What follows belongs to an exercise in optimizing a design on an open flow for small area; a production flow would make more cautious choices. Function was checked by simulation only, so behaviour that the tests miss may differ from the original. Power figures rest on the tool's default switching activity, not on a simulated workload.

==> flow/design.v <==
`timescale 1ns/100ps
`default_nettype none
module dcache_oai22 (input logic a1, a2, b1, b2, output logic y);
    assign y = ~((a1 | a2) & (b1 | b2));
endmodule
module dcache_aoi222 (input logic a1, a2, b1, b2, c1, c2, output logic y);
    assign y = ~((a1 & a2) | (b1 & b2) | (c1 & c2));
endmodule
module dcache_or4 (input logic a, b, c, d, output logic y);
    assign y = a | b | c | d;
endmodule
module dcache_nand4 (input logic a, b, c, d, output logic y);
    assign y = ~(a & b & c & d);
endmodule
module dcache_nand3 (input logic a, b, c, output logic y);
    assign y = ~(a & b & c);
endmodule
module dcache_sel8n (
    input  logic [7:0] seln,
    input  logic [7:0] d,
    output logic       yn
);
    logic [3:0] p;
    for (genvar j = 0; j < 4; j++) begin : g_p
        dcache_oai22 u (.a1(seln[2*j]), .a2(d[2*j]), .b1(seln[2*j+1]), .b2(d[2*j+1]), .y(p[j]));
    end
    dcache_or4 u_y (.a(p[0]), .b(p[1]), .c(p[2]), .d(p[3]), .y(yn));
endmodule
module dcache_sel33 (
    input  logic [32:0] sel,
    input  logic [32:0] d,
    output logic        y
);
    logic [10:0] p;
    logic [2:0]  q;
    for (genvar j = 0; j < 11; j++) begin : g_p
        dcache_aoi222 u (.a1(sel[3*j]), .a2(d[3*j]), .b1(sel[3*j+1]), .b2(d[3*j+1]),
                         .c1(sel[3*j+2]), .c2(d[3*j+2]), .y(p[j]));
    end
    dcache_nand4 u_q0 (.a(p[0]), .b(p[1]), .c(p[2]), .d(p[3]), .y(q[0]));
    dcache_nand4 u_q1 (.a(p[4]), .b(p[5]), .c(p[6]), .d(p[7]), .y(q[1]));
    dcache_nand3 u_q2 (.a(p[8]), .b(p[9]), .c(p[10]), .y(q[2]));
    assign y = |q;
endmodule
module dcache_dec8n (
    input  logic [2:0] s,
    output logic [7:0] yn
);
    always_comb begin
        for (int i = 0; i < 8; i++) yn[i] = (s != i);
    end
endmodule
module dcache_anyhit (
    input  logic [3:0] valid,
    input  logic [3:0] eq,
    output logic       hit
);
    assign hit = |(valid & eq);
endmodule
`default_nettype wire
`timescale 1ns/100ps
`default_nettype none
module mips_dcache (
    input  logic                      clk,
    input  logic                      rst,
    input  logic                      read_en,
    input  logic                      write_en,
    input  logic                      data_valid,
    input  logic [32-1:0] addr,
    input  logic [32-1:0] writedata,
    input  logic [32-1:0] data_in,
    input  logic [4-1:0]  byte_en,
    output logic [32-1:0] readdata,
    output logic                      stall
);
    logic [3:0]  st   [8];
    logic [26:0] tagm [32];              
    logic [31:0] datm [32];
    logic [31:0] rreg;
    logic [2:0]  s;
    logic [26:0] t;
    logic [7:0]  sd;                     
    logic [3:0]  cur;
    logic        full;
    logic [3:0]  valid;
    logic [26:0] tag_rdn [4];            
    logic [3:0]  eq;                     
    logic [3:0]  match;
    logic        hit;
    logic        fill;
    logic [1:0]  victim;
    logic [1:0]  hit_idx;
    logic [1:0]  tw;                     
    logic [31:0] wdata;
    logic [3:0]  st_next;
    assign s = addr[4:2];
    assign t = addr[31:5];
    always_comb begin
        for (int i = 0; i < 8; i++) sd[i] = (s == i);
    end
    always_comb begin
        cur = '0;
        for (int i = 0; i < 8; i++) cur = cur | ({4{sd[i]}} & st[i]);
    end
    assign full     = cur[3];
    assign valid[0] = full | cur[2] | cur[1];
    assign valid[1] = full | cur[2];
    assign valid[2] = full | (cur[2] & cur[1]);
    assign valid[3] = full;
    for (genvar w = 0; w < 4; w++) begin : g_tag
        logic [7:0] sdn_w;
        dcache_dec8n u_dec (.s(s), .yn(sdn_w));
        for (genvar b = 0; b < 27; b++) begin : g_bit
            logic [7:0] col;
            for (genvar i = 0; i < 8; i++) begin : g_set
                assign col[i] = tagm[i*4+w][b];
            end
            dcache_sel8n u_sel (.seln(sdn_w), .d(col), .yn(tag_rdn[w][b]));
        end
        assign eq[w]    = (tag_rdn[w] == ~t);
        assign match[w] = valid[w] & eq[w];
    end
    assign hit     = |match;
    logic hit_st;
    dcache_anyhit u_hit_st (.valid(valid), .eq(eq), .hit(hit_st));
    assign stall   = ~hit_st & (read_en | (write_en & ~(&byte_en)));
    assign fill    = (read_en | write_en) & ~hit & (data_valid | (write_en & (&byte_en)));
    assign victim  = full ? (cur[2] ? {1'b1, cur[1]} : {1'b0, cur[0]}) : cur[2:1];
    assign hit_idx = {match[3] | match[2], match[3] | match[1]};
    assign tw      = fill ? victim : hit_idx;
    logic [3:0] fill_w;
    logic [3:0] wr_hit_w;
    always_comb begin
        for (int w = 0; w < 4; w++) begin
            fill_w[w]   = fill & (victim == w);
            wr_hit_w[w] = write_en & match[w];
        end
    end
    assign st_next[3]   = full | (fill & cur[2] & cur[1]);
    assign st_next[2:1] = full ? {~tw[1], tw[1] ? ~tw[0] : cur[1]} : (cur[2:1] + {1'b0, fill});
    assign st_next[0]   = tw[1] ? cur[0] : ~tw[0];
    always_ff @(posedge clk) begin
        for (int i = 0; i < 8; i++) begin
            if (rst) st[i] <= '0;
            else if (sd[i] & (fill | ((read_en | write_en) & hit))) st[i] <= st_next;
        end
    end
    always_comb begin
        for (int b = 0; b < 4; b++) begin
            wdata[b*8 +: 8] = (write_en & byte_en[b]) ? writedata[b*8 +: 8] : data_in[b*8 +: 8];
        end
    end
    always_ff @(posedge clk) begin
        for (int i = 0; i < 8; i++) begin
            for (int w = 0; w < 4; w++) begin
                if (sd[i] & fill_w[w]) tagm[i*4+w] <= t;
                for (int b = 0; b < 4; b++) begin
                    if (sd[i] & (fill_w[w] | (wr_hit_w[w] & byte_en[b])))
                        datm[i*4+w][b*8 +: 8] <= wdata[b*8 +: 8];
                end
            end
        end
    end
    logic [31:0] word_sel;
    always_comb begin
        for (int i = 0; i < 8; i++)
            for (int w = 0; w < 4; w++) word_sel[i*4+w] = sd[i] & match[w];
    end
    logic fill_dv;
    logic [31:0] r_in;
    assign fill_dv = fill & data_valid;
    for (genvar b = 0; b < 32; b++) begin : g_rd
        logic [32:0] col;
        for (genvar k = 0; k < 32; k++) begin : g_word
            assign col[k] = datm[k][b];
        end
        assign col[32] = data_in[b];
        dcache_sel33 u_sel (.sel({fill_dv, word_sel}), .d(col), .y(r_in[b]));
    end
    always_ff @(posedge clk) begin
        if (rst) rreg <= '0;
        else if (fill_dv | (read_en & hit)) rreg <= r_in;
    end
    assign readdata = data_valid ? data_in : rreg;
endmodule
`default_nettype wire
clock: 7.0 ns
lec_check: 0
cap_margin: 20
core_margin: 2
core_utilization: 65
place_density: 0.75
setup_slack_margin: 0.05
slew_margin: 20
synth_hierarchical: 1
synth_minimum_keep_size: 0
standard.sh (not shown) runs the stock make flow with config.mk's settings and CLKGATE_MAP_FILE= SYNTH_SCRIPT=/design/flow/synth_recipe.tcl, a recipe that flattens the netlist after the stock synthesis.
==> flow/flow/run.sh <==
#!/bin/bash
# The standard flow (standard.sh: the standard flow's own synthesis and ORFS steps) with two
# settings passed to ORFS:
#  - the port buffers are buf_1 cells rather than the delay cells buffer_ports
#    picks by default (each port still gets its own buffer);
#  - clock tree: clkbuf_8 cells, sink clusters of at most 18 flip-flops within
#    50 um, and no dummy loads.
# The whole run's output goes to run.log; ORFS writes each step's log under
# orfs/logs/.
set -euo pipefail
bash standard.sh \
  "BUFFER_PORTS_ARGS=-buffer_cell sky130_fd_sc_hd__buf_1" \
  "CTS_ARGS=-sink_clustering_enable -repair_clock_nets -dont_use_dummy_load -buf_list sky130_fd_sc_hd__clkbuf_8 -sink_clustering_size 18 -sink_clustering_max_diameter 50" \
  finish > run.log 2>&1
The first run passed the timing, design-rule and antenna checks.
Next try:
Settings changed: SETUP_SLACK_MARGIN 0.05 to 0.1.
After rerunning: Worst setup slack does not change. Clock power barely changes. Hold slack is unchanged. Routed wire length does not change. Power does not change. Register-to-register slack stays flat. Global-route usage stays the same.

========
mips_dcache, a different RTL version from the one above (not shown whole).
Size: about 3700 cells after synthesis, about 2000 flip-flops, about 140 I/O pins, about 71000 µm² of cells after synthesis.
export LEC_CHECK = 0
export CAP_MARGIN = 20
export CORE_MARGIN = 2
export CORE_UTILIZATION = 65
export PLACE_DENSITY = 0.75
export SETUP_SLACK_MARGIN = 0.1
export SLEW_MARGIN = 20
export SYNTH_HIERARCHICAL = 1
export SYNTH_MINIMUM_KEEP_SIZE = 0
create_clock -name core_clock -period 7.0 [get_ports {clk}]
==> flow/flow/run.sh <==
#!/bin/bash
# The standard flow (standard.sh: the standard flow's own synthesis and ORFS steps) with two
# settings passed to ORFS:
#  - the port buffers are buf_1 cells rather than the delay cells buffer_ports
#    picks by default (each port still gets its own buffer);
#  - clock tree: clkbuf_16 cells, sink clusters of at most 25 flip-flops within
#    100 um, and no dummy loads.
# The whole run's output goes to run.log; ORFS writes each step's log under
# orfs/logs/.
set -euo pipefail
bash standard.sh \
  "BUFFER_PORTS_ARGS=-buffer_cell sky130_fd_sc_hd__buf_1" \
  "CTS_ARGS=-sink_clustering_enable -repair_clock_nets -dont_use_dummy_load -buf_list sky130_fd_sc_hd__clkbuf_16 -sink_clustering_size 25 -sink_clustering_max_diameter 100" \
  finish > run.log 2>&1
Edit:
==> flow/flow/run.sh (replaced) <==
#!/bin/bash
# The standard flow (standard.sh: the standard flow's own synthesis and ORFS steps) with two
# settings passed to ORFS:
#  - the port buffers are buf_1 cells rather than the delay cells buffer_ports
#    picks by default (each port still gets its own buffer);
#  - clock tree: clkbuf_8 cells, sink clusters of at most 18 flip-flops within
#    50 um, and no dummy loads.
# The whole run's output goes to run.log; ORFS writes each step's log under
# orfs/logs/.
set -euo pipefail
bash standard.sh \
  "BUFFER_PORTS_ARGS=-buffer_cell sky130_fd_sc_hd__buf_1" \
  "CTS_ARGS=-sink_clustering_enable -repair_clock_nets -dont_use_dummy_load -buf_list sky130_fd_sc_hd__clkbuf_8 -sink_clustering_size 18 -sink_clustering_max_diameter 50" \
  finish > run.log 2>&1
Result: The changed run completed with no timing, DRC or antenna violations. Critical path depth does not change. Design area shrinks by 0.33%. Setup slack stays flat. Synthesized cell count does not change. Count of clock-buffer cells in the layout went up by 54.

========
run a:
mips_dcache, a different RTL version from the one above (not shown whole).
Size: about 3,800 cells after synthesis, about 140 I/O pins, about 71,000 sq um of cells after synthesis.
make LEC_CHECK=0 CAP_MARGIN=20 CORE_MARGIN=2 CORE_UTILIZATION=65 CTS_BUF_LIST=sky130_fd_sc_hd__clkbuf_16 CTS_CLUSTER_DIAMETER=100 CTS_CLUSTER_SIZE=25 PLACE_DENSITY=0.75 SETUP_SLACK_MARGIN=0.2 SLEW_MARGIN=20 SYNTH_HIERARCHICAL=1 SYNTH_MINIMUM_KEEP_SIZE=0 finish   # period 7.0 ns
run.sh (not shown) runs the stock make flow with config.mk's settings and CLKGATE_MAP_FILE= SYNTH_SCRIPT=/design/flow/synth_recipe.tcl, a recipe that flattens the netlist after the stock synthesis.
Stock flow here: none of the scripts above is used.
#### Input delta (run b over run a)
- a deleted CTS_BUF_LIST that had been sky130_fd_sc_hd__clkbuf_16
- a deleted CTS_CLUSTER_DIAMETER that had been 100
- a deleted CTS_CLUSTER_SIZE that had been 25
==> flow/flow/run.sh (new file) <==
#!/bin/bash
# The standard flow (standard.sh: the standard flow's own synthesis and ORFS steps) with two
# settings passed to ORFS:
#  - the port buffers are buf_1 cells rather than the delay cells buffer_ports
#    picks by default (each port still gets its own buffer);
#  - clock tree: clkbuf_16 cells, sink clusters of at most 25 flip-flops within
#    100 um, and no dummy loads.
# The whole run's output goes to run.log; ORFS writes each step's log under
# orfs/logs/.
set -euo pipefail
bash standard.sh \
  "BUFFER_PORTS_ARGS=-buffer_cell sky130_fd_sc_hd__buf_1" \
  "CTS_ARGS=-sink_clustering_enable -repair_clock_nets -dont_use_dummy_load -buf_list sky130_fd_sc_hd__clkbuf_16 -sink_clustering_size 25 -sink_clustering_max_diameter 100" \
  finish > run.log 2>&1
==> flow/standard.sh (new file) <==
#!/bin/bash
# synth_recipe.tcl (not shown) runs the flow's synth.tcl, then flattens the netlist and writes it again
# the make line also repeats each setting of config.mk as NAME=value (left out here)
make -C /OpenROAD-flow-scripts/flow DESIGN_CONFIG=/design/flow/config.mk WORK_HOME=/design/flow/orfs CLKGATE_MAP_FILE= SYNTH_SCRIPT=/design/flow/synth_recipe.tcl "${@:-finish}"
removed: flow/run.sh
- Run b completed every stage of the flow, and the final layout passed the timing, design-rule and antenna checks.
- Per the comparison of run b with run a, critical path depth saw an increase; global-route usage over all layers saw a decrease; weighted congestion at the end of routability-driven global placement saw little to no change; clock slew seen by the registers of the worst setup and hold paths saw little to no change.

## static timing again, ports no longer ideal
In the flow no input, the clock included, has a driving cell. The finished layouts below were timed again as built, in two steps. Step 1 assumes that a clkbuf_16 drives the clock port and a buf_2 every other input. Step 2 also shifts input and output timing later by t, the mid clock arrival at the registers, as if the neighbouring blocks saw the same clock. a / b / c = ideal ports / drivers / drivers and shift; a / b = the first two.
run | t, ns | slack for setup (ns) | worst setup path at the end | latest minus earliest clock arrival (ns)
the first run of note 1 | 0.907 | 0.481 / 0.414 / 0.118 | input to register | 0.090 / 0.090
the second run of note 1 | 0.907 | 0.481 / 0.414 / 0.118 | input to register | 0.090 / 0.090
the first run of note 2 | 0.748 | 0.271 / 0.190 / -0.170 | input to register | 0.065 / 0.065
the second run of note 2 | 0.923 | 0.271 / 0.187 / -0.215 | input to register | 0.086 / 0.086
run a | 0.774 | 0.287 / 0.262 / 0.105 | input to register | 0.046 / 0.046
run b | 0.744 | 0.402 / 0.248 / -0.003 | input to register | 0.073 / 0.073
Met with ideal ports but missed after step 2: setup timing in the first run of note 2, the second run of note 2 and run b. The setup slack of the second run of note 2, which loses most, moves by -0.084 ns with the drivers and by -0.486 ns with both steps.
